Source: an optimization exercise on an open RTL-to-GDS flow (aim: small area and a short achievable clock period). Production flows keep margins and buffers that such runs may drop. Where RTL was checked, it was by simulation tests only, not by an equivalence proof against the original. For run 1, only the layout was checked, not whether the RTL still works. Power figures rest on the tool's default switching activity, not on a simulated workload.

==> flow/design.v <==
module vector_sequencer #(
    parameter int DATA_W  = 25,
    parameter int RES_W   = 25,
    parameter int DEPTH   = 64,
    parameter int AW      = 6,
    parameter int TIMEOUT = 255
) (
    input  logic              clk,
    input  logic              rst,
    input  logic              load_we,
    input  logic [AW-1:0]     load_addr,
    input  logic [DATA_W-1:0] load_data,
    input  logic [AW:0]       n_vec,
    input  logic              start,
    output logic              busy,
    output logic              done,
    output logic              err_timeout,
    output logic [DATA_W-1:0] dp_line,
    output logic              dp_set,
    input  logic              dp_calc,
    input  logic [RES_W-1:0]  dp_result,
    input  logic [AW-1:0]     res_addr,
    output logic [RES_W-1:0]  res_data,
    output logic [1:0]        dbg_state
);
    localparam int TW = $clog2(TIMEOUT + 1);
    localparam logic [1:0] S_IDLE   = 2'd0;
    localparam logic [1:0] S_ISSUE  = 2'd1;
    localparam logic [1:0] S_WAIT   = 2'd2;
    localparam logic [1:0] S_FINISH = 2'd3;
    logic [1:0]          state_q, state_d;
    logic                busy_q, done_q, set_q;
    logic                err_q, err_d;
    logic [DATA_W-1:0]   line_q;
    logic [RES_W-1:0]    res_data_q;
    logic [AW-1:0]       idx_q, idx_d;
    logic [AW-1:0]       last_q, last_d;       
    logic [TW-1:0]       tcnt_q, tcnt_d;
    logic [DATA_W-1:0]   in_mem  [DEPTH];
    localparam int NINS = DEPTH / 4;
    logic [RES_W-1:0]    ring [DEPTH];
    logic [AW-1:0]       rot_q;
    logic                pv_q [2];
    logic [AW-1:0]       pa_q [2];
    logic [RES_W-1:0]    pd_q [2];
    logic [1:0]          pcm;
    logic [AW-1:0]       pos0, pos1, wpos;
    logic                wen;
    logic [RES_W-1:0]    wbus;
    logic                is_idle, is_issue, is_wait;
    logic                in_we, fire, res_we;
    logic [RES_W-1:0]    res_wdata;
    assign is_idle  = (state_q == S_IDLE);
    assign is_issue = (state_q == S_ISSUE);
    assign is_wait  = (state_q == S_WAIT);
    assign fire      = dp_calc || (tcnt_q == TW'(TIMEOUT - 1));
    assign res_we    = is_wait && fire;
    assign res_wdata = dp_result | {RES_W{~dp_calc}};
    assign in_we     = is_idle && load_we;
    always_comb begin
        state_d = state_q;
        idx_d   = idx_q;
        last_d  = last_q;
        tcnt_d  = tcnt_q;
        err_d   = err_q;
        case (state_q)
            S_IDLE: begin
                if (start) begin
                    state_d = S_ISSUE;
                    idx_d   = '0;
                    err_d   = 1'b0;
                    if (n_vec == '0 || n_vec >= (AW+1)'(DEPTH))
                        last_d = '1;
                    else
                        last_d = n_vec[AW-1:0] - AW'(1);
                end
            end
            S_ISSUE: begin
                tcnt_d  = '0;
                state_d = S_WAIT;
            end
            S_WAIT: begin
                if (fire) begin
                    if (!dp_calc)
                        err_d = 1'b1;
                    if (idx_q == last_q) begin
                        state_d = S_FINISH;
                    end else begin
                        idx_d   = idx_q + AW'(1);
                        state_d = S_ISSUE;
                    end
                end else begin
                    tcnt_d = tcnt_q + TW'(1);
                end
            end
            default: begin
                state_d = S_IDLE;
            end
        endcase
    end
    always_ff @(posedge clk or negedge rst) begin
        if (!rst) begin
            state_q    <= S_IDLE;
            busy_q     <= 1'b0;
            done_q     <= 1'b0;
            set_q      <= 1'b0;
            err_q      <= 1'b0;
            line_q     <= '0;
            res_data_q <= '0;
        end else begin
            state_q    <= state_d;
            busy_q     <= (state_d != S_IDLE);
            done_q     <= (state_d == S_FINISH);
            set_q      <= (state_d == S_ISSUE);
            err_q      <= err_d;
            if (is_issue)
                line_q <= in_rd;
            if (pv_q[res_addr[0]] && pa_q[res_addr[0]] == res_addr)
                res_data_q <= pd_q[res_addr[0]];
            else
                res_data_q <= ring_rd;
        end
    end
    always_ff @(posedge clk) begin
        idx_q  <= idx_d;
        last_q <= last_d;
        tcnt_q <= tcnt_d;
    end
    logic [AW-1:0]       rpos;
    logic [DEPTH-1:0]    rsel, isel;
    logic [RES_W-1:0]    ring_rd;
    logic [DATA_W-1:0]   in_rd;
    assign rpos = res_addr + rot_q;
    always_comb begin
        ring_rd = '0;
        in_rd   = '0;
        for (int i = 0; i < DEPTH; i++) begin
            rsel[i] = (rpos == AW'(i));
            isel[i] = (idx_q == AW'(i));
            ring_rd = ring_rd | (ring[i] & {RES_W{rsel[i]}});
            in_rd   = in_rd | (in_mem[i] & {DATA_W{isel[i]}});
        end
    end
    always_ff @(posedge clk) begin
        if (in_we)
            in_mem[load_addr] <= load_data;
    end
    assign pos0 = pa_q[0] + rot_q + AW'(1);
    assign pos1 = pa_q[1] + rot_q + AW'(1);
    assign pcm[0] = pv_q[0] && pos0[1:0] == 2'd0;
    assign pcm[1] = pv_q[1] && pos1[1:0] == 2'd0;
    assign wen  = pcm[0] || pcm[1];
    assign wpos = pcm[1] ? pos1 : pos0;
    assign wbus = pcm[1] ? pd_q[1] : pd_q[0];
    always_ff @(posedge clk) begin
        rot_q <= rot_q + AW'(1);
        for (int p = 0; p < 2; p++) begin
            if (res_we && idx_q[0] == p[0]) begin
                pv_q[p] <= 1'b1;
                pa_q[p] <= idx_q;
                pd_q[p] <= res_wdata;
            end else if (pcm[p]) begin
                pv_q[p] <= 1'b0;
            end
        end
        for (int i = 0; i < DEPTH; i++) begin
            if (i % 4 == 0 && wen && wpos[AW-1:2] == (AW-2)'(i / 4))
                ring[i] <= wbus;
            else
                ring[i] <= ring[(i + DEPTH - 1) % DEPTH];
        end
    end
    assign busy        = busy_q;
    assign done        = done_q;
    assign dp_set      = set_q;
    assign err_timeout = err_q;
    assign dp_line     = line_q;
    assign res_data    = res_data_q;
    assign dbg_state   = state_q;
endmodule
==> flow/run.sh <==
#!/bin/bash
# synth_recipe.tcl (not shown) runs the flow's synth.tcl, then flattens the netlist and writes it again
# the make line also repeats each setting of config.mk as NAME=value (left out here)
make -C /OpenROAD-flow-scripts/flow DESIGN_CONFIG=/design/flow/config.mk WORK_HOME=/design/flow/orfs CLKGATE_MAP_FILE= SYNTH_SCRIPT=/design/flow/synth_recipe.tcl finish
==> flow/config.mk <==
export PLATFORM = sky130hd
export DESIGN_NAME = vector_sequencer
export DESIGN_NICKNAME = vector_sequencer
export VERILOG_FILES = /design/flow/design.v
export SDC_FILE = /design/flow/constraint.sdc
export NUM_CORES = 4
export LEC_CHECK = 0
export CAP_MARGIN = 20
export CORE_MARGIN = 2
export CORE_UTILIZATION = 55
export SETUP_SLACK_MARGIN = 2.2
export SLEW_MARGIN = 20
==> flow/constraint.sdc <==
create_clock -name core_clock -period 5.0 [get_ports {clk}]
set_input_delay 1.0000 -clock core_clock [delete_from_list [all_inputs] [get_ports {clk}]]
set_output_delay 1.0000 -clock core_clock [all_outputs]
set_load 0.01 [all_outputs]
==> impl_metrics.json, run 1 <==
{
  "crit_fanout": 5,
  "power_mw": 70.79,
  "wl_microns": 570800,
  "cts_tree": "yes",
  "fp.dieW_microns": 456.7,
  "whs_ns": 0.07785,
  "timing.rr.start": "rot_q[0]$_DFF_P_",
  "tightest_slew_ns": 1.290,
  "cts-buffers-inserted": 344,
  "fin_ws_ns": 1.124,
  "num_rows": 166,
  "ys.flop_type": "edfxtp_1",
  "cts.clk_slew.worst_paths_ns": 0.06,
  "period_share": 0.7752,
  "cp_data_required_time_ns": 5.87,
  "initial_core_util": 0.5519,
  "rsz0062_at_grt": "true",
  "placed_cells_incl_taps": 10450,
  "synth.top_cell.area_share": 0.4482,
  "drive_gt1_frac": 0.3285,
  "cp-start-kind": "register",
  "grt_pass1_wl_microns": 743300,
  "clock-sinks": 3346,
  "power_leakage_nw": 52.44,
  "syn_area_sq_um": 112700,
  "firstDrtPassIters": 9,
  "track_usage": 0.5349,
  "crit_path_end_kind": "register",
  "relSlewSlack": 0.1391,
  "syn_area_per_cell_sq_um": 15.25,
  "first_global_vias": 82250,
  "status": "complete, no violations",
  "overflow": 0,
  "core_sq_um": 204200,
  "slew_viol_final": 0,
  "ys_async_sr_fraction": 0.01674,
  "finalNetCount": 8893,
  "htreeDepth": 5,
  "drc": 0,
  "dp.final_hpwl_microns": 330400,
  "seq_area_frac_synth": 0.7463,
  "ys_warn_count": 5,
  "hold_class": "input port to async pin",
  "r2r_end": "res_data_q[7]$_DFF_PN0_",
  "grt_max_degree": 65,
  "wl_per_cell_microns": 48.51,
  "rrSetupSlack_ns": 1.12,
  "antenna_left": 0,
  "drv_cap": 0,
  "cp.arrival_ns": 4.74,
  "dieArea_sq_um": 208500,
  "ys_types": 85,
  "power_density_nw_per_um2": 480.8,
  "port_buffers": 129,
  "instances_no_fill": 11770,
  "clockBufferDepth": 4,
  "ir_worst_vdd_mv": 0.4129,
  "synth_edf_count": 1682,
  "syn_inst": 7391,
  "drt_iter0_markers": 17110,
  "insertion_delay_ns": 0.97,
  "ios": 130,
  "ys_top_cells_by_count": "edfxtp_1 (1682), dfxtp_1 (1608), a22oi_1 (618), mux2_2 (435), a221oi_1 (362)",
  "yosysMostFrequentCell": "edfxtp_1",
  "routed_via_density": 7.424,
  "holdBufCountCts": 0,
  "reg2reg_depth": 16,
  "period_minus_slack_ns": 3.876,
  "hold_viol_final": 0,
  "synth_top_area_cell": "edfxtp_1",
  "routabilityCongestion": 1.040,
  "via_count": 87360,
  "grt_antenna_before_repair": 44,
  "fmax_mhz": 258.0,
  "dpl_worst_slack_ns": -0.3265,
  "setup_violations": 0,
  "area_delta_synth_final_pct": 30.67,
  "ys_ff_latch": 3346,
  "die_h_microns": 456.7,
  "skew_ns": 0.04041,
  "synth_nets": 7490,
  "root_buffer": "clkbuf_16",
  "synth_area_leaders": "edfxtp_1 (45%), dfxtp_1 (29%), mux2_2 (4.3%)",
  "path_class": "register to register"
}
## logic make-up (layout without fill, tap and decap cells)
group	after synthesis	count (layout)	synth area share
AO/OA/AOI/OAI	1917	1917	0.1319
XOR/XNOR	36	36	0.003098
adder cells (fa/ha/maj)	25	25	0.002842
buffers and inverters	468	2105	0.01855
flip-flops	3346	3346	0.7463
multiplexers	507	507	0.05032
other	0	30	0
AND/OR/NAND/NOR	1092	1113	0.04702
## flip-flops by register name (all words and copies together) (netlist names)
name        count
pd_q           50
done_q          1
res_data_q     25
busy_q          1
tcnt_q          8
set_q           1
ring         1600
in_mem       1600
pa_q           12
err_q           1
idx_q           6
line_q         25
pv_q            2
last_q          6
rot_q           6
state_q         2
## power breakdown
group	total (mW)	switching [mW]	internal, mW
logic	11.0	6.76	4.29
clock network	25.6	10.8	14.7
registers	34.2	2.28	31.9
total	70.8	19.9	50.9
## repair_timing
action	4_1_cts	5_1_grt
setup buffers	526	109
pin swaps	297	169
cloned	45	3
resized for setup	865	275
endpoints found under the setup margin	1984	591
## cell type report
| type | instances | area, sq um |
|---|---|---|
| antenna | 30 | 75.07 |
| inverter | 12 | 47.55 |
| timing repair buffer | 1492 | 17080 |
| clock buffer | 467 | 9572 |
| tap | 2688 | 3363 |
| fill | 13090 | 56920 |
| clock inverter | 134 | 1356 |
| multi-input combinational | 3598 | 31620 |
| sequential | 3346 | 84140 |
## how the worst max path moves through the flow
stage,slack (ns),cells after the start,end,startpoint
global placement,-0.35,15,res_data_q[5]$_DFF_PN0_,res_addr[1]
detailed placement,-0.33,15,res_data_q[22]$_DFF_PN0_,res_addr[1]
floorplan,1.21,14,res_data_q[18]$_DFF_PN0_,res_addr[0]
finish,1.12,16,res_data_q[7]$_DFF_PN0_,rot_q[0]$_DFF_P_
global route,1.18,16,res_data_q[5]$_DFF_PN0_,res_addr[3]
CTS,1.22,14,res_data_q[18]$_DFF_PN0_,rot_q[0]$_DFF_P_
## routing by layer
metal	routed length, microns	up-vias	global-route usage
met5	402	-	0.006429
met4	72850	28	0.5254
met3	82670	3130	0.1938
met2	237200	9146	0.7677
met1	177700	42790	0.6112
li1	-	32270	-
## worst max-delay path, stage by stage, from the launching register on
cell	delay [ns]
dfxtp_4	0.36
ha_4	0.16
inv_2	0.05
fa_2	0.53
buf_4	0.19
buf_6	0.13
or2_4	0.26
nor2_4	0.14
o21ai_1	0.12
buf_4	0.17
buf_4	0.16
nor2_4	0.52
buf_6	0.24
a21oi_1	0.09
a22o_1	0.25
and4_1	0.21
a22oi_1	0.17
## through the flow
stage,util,setup TNS [ns],instance area [sq um]
2_1_floorplan,-,0,113500
3_3_place_gp,0.6078,-4.171,124100
3_5_place_dp,0.6080,-3.992,124100
4_1_cts,0.7094,0,144800
5_1_grt,0.7210,0,147200
6_report,0.7212,0,147300
## placed cells by master (no fill, tap or decap), drive strengths merged, types with 12 or more instances in the layout
master | synthesis | final
nor2 | 258 | 262
o22ai | 16 | 16
o21ai | 72 | 72
mux2 | 444 | 444
and3 | 35 | 35
a221o | 21 | 21
dfxtp | 1608 | 1608
o211ai | 23 | 23
nor2b | 13 | 13
nand3 | 219 | 219
dlygate4sd2 | 0 | 48
clkinv | 0 | 94
a21oi | 219 | 219
clkdlybuf4s50 | 0 | 43
a211oi | 20 | 20
or4 | 12 | 12
nor3 | 72 | 72
buf | 191 | 1388
o32a | 25 | 25
a2111oi | 17 | 17
bufinv | 0 | 26
ha | 24 | 24
diode | 0 | 30
inv | 12 | 21
edfxtp | 1682 | 1682
nand2b | 36 | 36
nand2 | 259 | 276
nor4 | 27 | 27
dfrtp | 56 | 56
a31oi | 60 | 60
a22oi | 618 | 618
a222oi | 68 | 68
mux2i | 61 | 61
a32oi | 31 | 31
xnor2 | 17 | 17
clkbuf | 265 | 472
nand4 | 133 | 133
a221oi | 363 | 363
xor2 | 19 | 19
a22o | 263 | 263
==> run 2: changes to the inputs <==
--- a/flow/design.v
+++ b/flow/design.v
@@ -37,16 +37,15 @@
     logic [AW-1:0]       last_q, last_d;       
     logic [TW-1:0]       tcnt_q, tcnt_d;
     logic [DATA_W-1:0]   in_mem  [DEPTH];
-    localparam int NINS = DEPTH / 4;
     logic [RES_W-1:0]    ring [DEPTH];
     logic [AW-1:0]       rot_q;
-    logic                pv_q [2];
-    logic [AW-1:0]       pa_q [2];
-    logic [RES_W-1:0]    pd_q [2];
-    logic [1:0]          pcm;
-    logic [AW-1:0]       pos0, pos1, wpos;
+    logic                pend_v;
+    logic [AW-1:0]       pend_a;
+    logic [RES_W-1:0]    pend_d;
     logic                wen;
+    logic [AW-1:0]       waddr, wpos;
     logic [RES_W-1:0]    wbus;
+    logic                direct_ok;
     logic                is_idle, is_issue, is_wait;
     logic                in_we, fire, res_we;
     logic [RES_W-1:0]    res_wdata;
@@ -115,8 +114,8 @@
             err_q      <= err_d;
             if (is_issue)
                 line_q <= in_rd;
-            if (pv_q[res_addr[0]] && pa_q[res_addr[0]] == res_addr)
-                res_data_q <= pd_q[res_addr[0]];
+            if (pend_v && pend_a == res_addr)
+                res_data_q <= pend_d;
             else
                 res_data_q <= ring_rd;
         end
@@ -145,26 +144,18 @@
         if (in_we)
             in_mem[load_addr] <= load_data;
     end
-    assign pos0 = pa_q[0] + rot_q + AW'(1);
-    assign pos1 = pa_q[1] + rot_q + AW'(1);
-    assign pcm[0] = pv_q[0] && pos0[1:0] == 2'd0;
-    assign pcm[1] = pv_q[1] && pos1[1:0] == 2'd0;
-    assign wen  = pcm[0] || pcm[1];
-    assign wpos = pcm[1] ? pos1 : pos0;
-    assign wbus = pcm[1] ? pd_q[1] : pd_q[0];
+    assign direct_ok = idx_q[0] ^ rot_q[0];
+    assign wen       = pend_v || (res_we && direct_ok);
+    assign waddr     = pend_v ? pend_a : idx_q;
+    assign wbus      = pend_v ? pend_d : res_wdata;
+    assign wpos      = waddr + rot_q + AW'(1);
     always_ff @(posedge clk) begin
-        rot_q <= rot_q + AW'(1);
-        for (int p = 0; p < 2; p++) begin
-            if (res_we && idx_q[0] == p[0]) begin
-                pv_q[p] <= 1'b1;
-                pa_q[p] <= idx_q;
-                pd_q[p] <= res_wdata;
-            end else if (pcm[p]) begin
-                pv_q[p] <= 1'b0;
-            end
-        end
+        rot_q  <= rot_q + AW'(1);
+        pend_v <= res_we && !direct_ok;
+        pend_a <= idx_q;
+        pend_d <= res_wdata;
         for (int i = 0; i < DEPTH; i++) begin
-            if (i % 4 == 0 && wen && wpos[AW-1:2] == (AW-2)'(i / 4))
+            if (i % 2 == 0 && wen && wpos == AW'(i))
                 ring[i] <= wbus;
             else
                 ring[i] <= ring[(i + DEPTH - 1) % DEPTH];
--- a/flow/config.mk
+++ b/flow/config.mk
@@ -7,6 +7,5 @@
 export LEC_CHECK = 0
 export CAP_MARGIN = 20
 export CORE_MARGIN = 2
-export CORE_UTILIZATION = 55
-export SETUP_SLACK_MARGIN = 2.2
+export CORE_UTILIZATION = 40
 export SLEW_MARGIN = 20
==> impl_metrics.json, run 2 <==
{
  "routed_via_density": 6.701,
  "cts.clk_slew.worst_paths_ns": 0.07,
  "dpl_worst_slack_ns": -0.3716,
  "relSlewSlack": 0.1286,
  "ir_worst_vdd_mv": 0.5055,
  "grt_antenna_before_repair": 29,
  "fp.dieW_microns": 540.4,
  "die_h_microns": 540.4,
  "reg.largest.list": "in_mem: 1600 flops, ring: 1600 flops",
  "tightest_slew_ns": 1.307,
  "cts_tree": "yes",
  "fillerInstances": 24390,
  "r2r_end": "res_data_q[5]$_DFF_PN0_",
  "slew_viol_final": 0,
  "crit_fanout": 10,
  "wl_microns": 569100,
  "rrSetupSlack_ns": 0.65,
  "p_sw_frac": 0.2883,
  "layout_commonest_cell": "dfxtp_1",
  "layout_common_cells": "dfxtp_1 (1637), edfxtp_1 (1620), nand2_1 (702)",
  "post_cts_resize_count": 0,
  "drc": 0,
  "drv_cap": 0,
  "slowest_delay_ns": 0.65,
  "ys_ff_latch": 3314,
  "cp_cell_sequence": "clkdlybuf4s50_1 > ha_2 > inv_1 > fa_2 > nand2b_1 > o2bb2ai_2 > xor2_4 > buf_12 > nor2_1 > a22oi_1 > o21ai_0 > buf_4 > a22oi_1 > and4_1 > a21oi_1",
  "hold_viol_final": 0,
  "reg2reg_depth": 14,
  "htreeDepth": 5,
  "power_leakage_nw": 48.45,
  "timing.rr.start": "rot_q[0]$_DFF_P_",
  "power_mw": 73.24,
  "first_global_vias": 83640,
  "cts-buffers-inserted": 339,
  "ios": 130,
  "insertion_delay_ns": 0.92,
  "via_count": 88130,
  "seq_area_frac_synth": 0.7199,
  "whs_ns": 0.1636,
  "track_usage": 0.3791,
  "status": "complete, no violations",
  "firstDrtPassIters": 9,
  "grt_max_degree": 65,
  "routabilityCongestion": 1.015,
  "yosysMostFrequentCell": "dfxtp_1",
  "antenna_left": 0,
  "clockBufferDepth": 4,
  "fin_util": 0.4904,
  "skew_ns": 0.05615,
  "seq_power_share": 0.509,
  "period_minus_slack_ns": 4.534,
  "ys_types": 78,
  "cts_setup_buffers": 0,
  "fmax_mhz": 220.6,
  "area_delta_synth_final_pct": 21.75,
  "num_rows": 196,
  "setup_violations": 0,
  "core_sq_um": 285700,
  "holdBufCountCts": 0,
  "p_sw_mw": 21.12,
  "synth_nets": 8437,
  "dieArea_sq_um": 292000,
  "cp.arrival_ns": 5.37,
  "path_class": "input port to register",
  "crit_top_cell": "a22oi_1",
  "synth_area_leaders": "edfxtp_1 (42%), dfxtp_1 (28%), a22oi_1 (4.5%)",
  "hold_class": "input port to async pin",
  "period_share": 0.9067,
  "initial_core_util": 0.4028,
  "slowest_stage": "nor2_1",
  "dpl_cell_area_sq_um": 128800,
  "cp_num_buf_inv": 4,
  "rsz0062_at_grt": "false",
  "ys_async_sr_fraction": 0.01690,
  "root_buffer": "clkbuf_16",
  "cp-start-kind": "input port",
  "synth.top_cell.area_share": 0.4227,
  "dp.final_hpwl_microns": 356600,
  "final_cell_area_sq_um": 140100,
  "intPower_mw": 52.13,
  "syn_area_per_cell_sq_um": 13.79,
  "ys_warn_count": 2,
  "p_comb_frac": 0.136,
  "overflow": 0,
  "wl_per_cell_microns": 43.27,
  "synth_edf_count": 1620,
  "syn_area_sq_um": 115100,
  "clock_power_share": 0.354,
  "drt_iter0_markers": 15730,
  "fin_ws_ns": 0.4665,
  "synth_top_area_cell": "edfxtp_1",
  "drive_gt1_frac": 0.2173,
  "cp_data_required_time_ns": 5.83,
  "crit_path_end_kind": "register",
  "power_density_nw_per_um2": 522.8,
  "finalNetCount": 9189,
  "port_buffers": 129,
  "ys.flop_type": "dfxtp_1",
  "ys_top_cells_by_count": "dfxtp_1 (1638), edfxtp_1 (1620), nand2_1 (704), a22oi_1 (694), o21ai_0 (471)",
  "grt_pass1_wl_microns": 751400,
  "cpLargestDelayFamily": "compound AO/OA/AOI/OAI gates",
  "clock-sinks": 3314,
  "syn_inst": 8342
}
==> run 2: worst max-delay path by stage <==
stage	startpoint	end	slack, ns	cells past startpoint
after floorplan	pend_v$_DFF_P_	ring[36][4]$_DFF_P_	0.50	16
after global placement	res_addr[0]	res_data_q[5]$_DFF_PN0_	-0.37	15
after detailed placement	res_addr[0]	res_data_q[2]$_DFF_PN0_	-0.37	15
after CTS	res_addr[0]	res_data_q[5]$_DFF_PN0_	0.55	15
after global routing	res_addr[0]	res_data_q[5]$_DFF_PN0_	0.42	15
final	res_addr[0]	res_data_q[5]$_DFF_PN0_	0.47	15
==> run 2: cells by family after synthesis <==
family | Yosys count | share of synthesized area
xor gates and xnor gates | 43 | 0.003403
and+or+nand+nor | 1578 | 0.06241
DFF | 3314 | 0.7199
buffers and inverters | 561 | 0.01941
AOI/OAI and AO/OA | 2308 | 0.1427
muxes | 517 | 0.04979
adders and majority gates | 21 | 0.002414
==> run 2: layout make-up <==
| cell class | count | area [sq um] | share of cell area |
|---|---|---|---|
| Sequential cell | 3314 | 82840 | 0.5913 |
| Tap cell | 3762 | 4707 | 0.03360 |
| Inverter | 13 | 48.80 | 0.0003483 |
| Clock inverter | 141 | 1583 | 0.01130 |
| Timing Repair Buffer | 959 | 9699 | 0.06923 |
| Clock buffer | 468 | 9550 | 0.06817 |
| Antenna cell | 28 | 70.07 | 0.0005001 |
| Multi-Input combinational cell | 4467 | 31600 | 0.2256 |
==> run 2: worst reg2reg max path: cells and delay by family (launching register included) <==
family,cells,cell delay [ns]
and+or+nand+nor,3,1.06
DFF,1,0.49
AOI/OAI and AO/OA,5,1.27
buffers and inverters,3,0.49
adders and majority gates,2,0.71
xor gates and xnor gates,1,0.23
==> run 2: power by group through the flow <==
stage | sequential [mW] | combinational (mW) | clock, mW
2_1_floorplan | 35.8 | 4.98 | 0
3_3_place_gp | 37.6 | 9.50 | 0
3_5_place_dp | 37.5 | 9.62 | 0
4_1_cts | 37.0 | 9.69 | 25.8
5_1_grt | 37.5 | 10.4 | 26.9
6_report | 37.3 | 9.99 | 25.9
==> run 2: through the flow <==
step                      TNS, ns  instances
final                           0      13150
after global placement     -4.389      12510
after global routing            0      13130
after detailed placement   -3.272      12510
after floorplan                 0       8342
after CTS                       0      13120
==> run 2: layer usage <==
layer  part of all wire  track usage  up-vias
li1                   -            -    33880
met1               0.35       0.4667    44130
met2               0.44       0.5755     7900
met3               0.13      0.09902     2192
met4              0.089       0.2779       24
met5            0.00029            0        -

-- what the ideal ports hide --
No port has a modelled driver above. Below, the same layouts with a new extraction and two added sets of constraints. Step 1, drivers: a clkbuf_16 drives clk and a buf_2 each remaining input, both assumed. Step 2 adds t to the input delays and takes it off the output delays; t is the mean of the earliest and latest rising clock arrival at the registers after step 1. Input paths then give back, and output paths get back, about the clock's delay inside the block. Slacks: no drivers / after step 1 / after step 2; pairs: no drivers / after step 1.
| run | shift t [ns] | setup slack, ns | worst setup path after step 2 | latest minus earliest clock arrival (ns) | worst register clock-pin slew, ns |
|---|---|---|---|---|---|
| run 1 | 1.063 | 1.124 / 1.124 / 0.196 | input to register | 0.067 / 0.068 | 0.07 / 0.07 |
| run 2 | 0.995 | 0.466 / 0.535 / -0.460 | input to register | 0.073 / 0.072 | 0.08 / 0.08 |
With both steps, setup timing fails in run 2, where it was met with ideal ports. For run 1, which loses most, drivers alone change the setup slack by 0.000 ns; drivers and shift together by -0.928 ns.
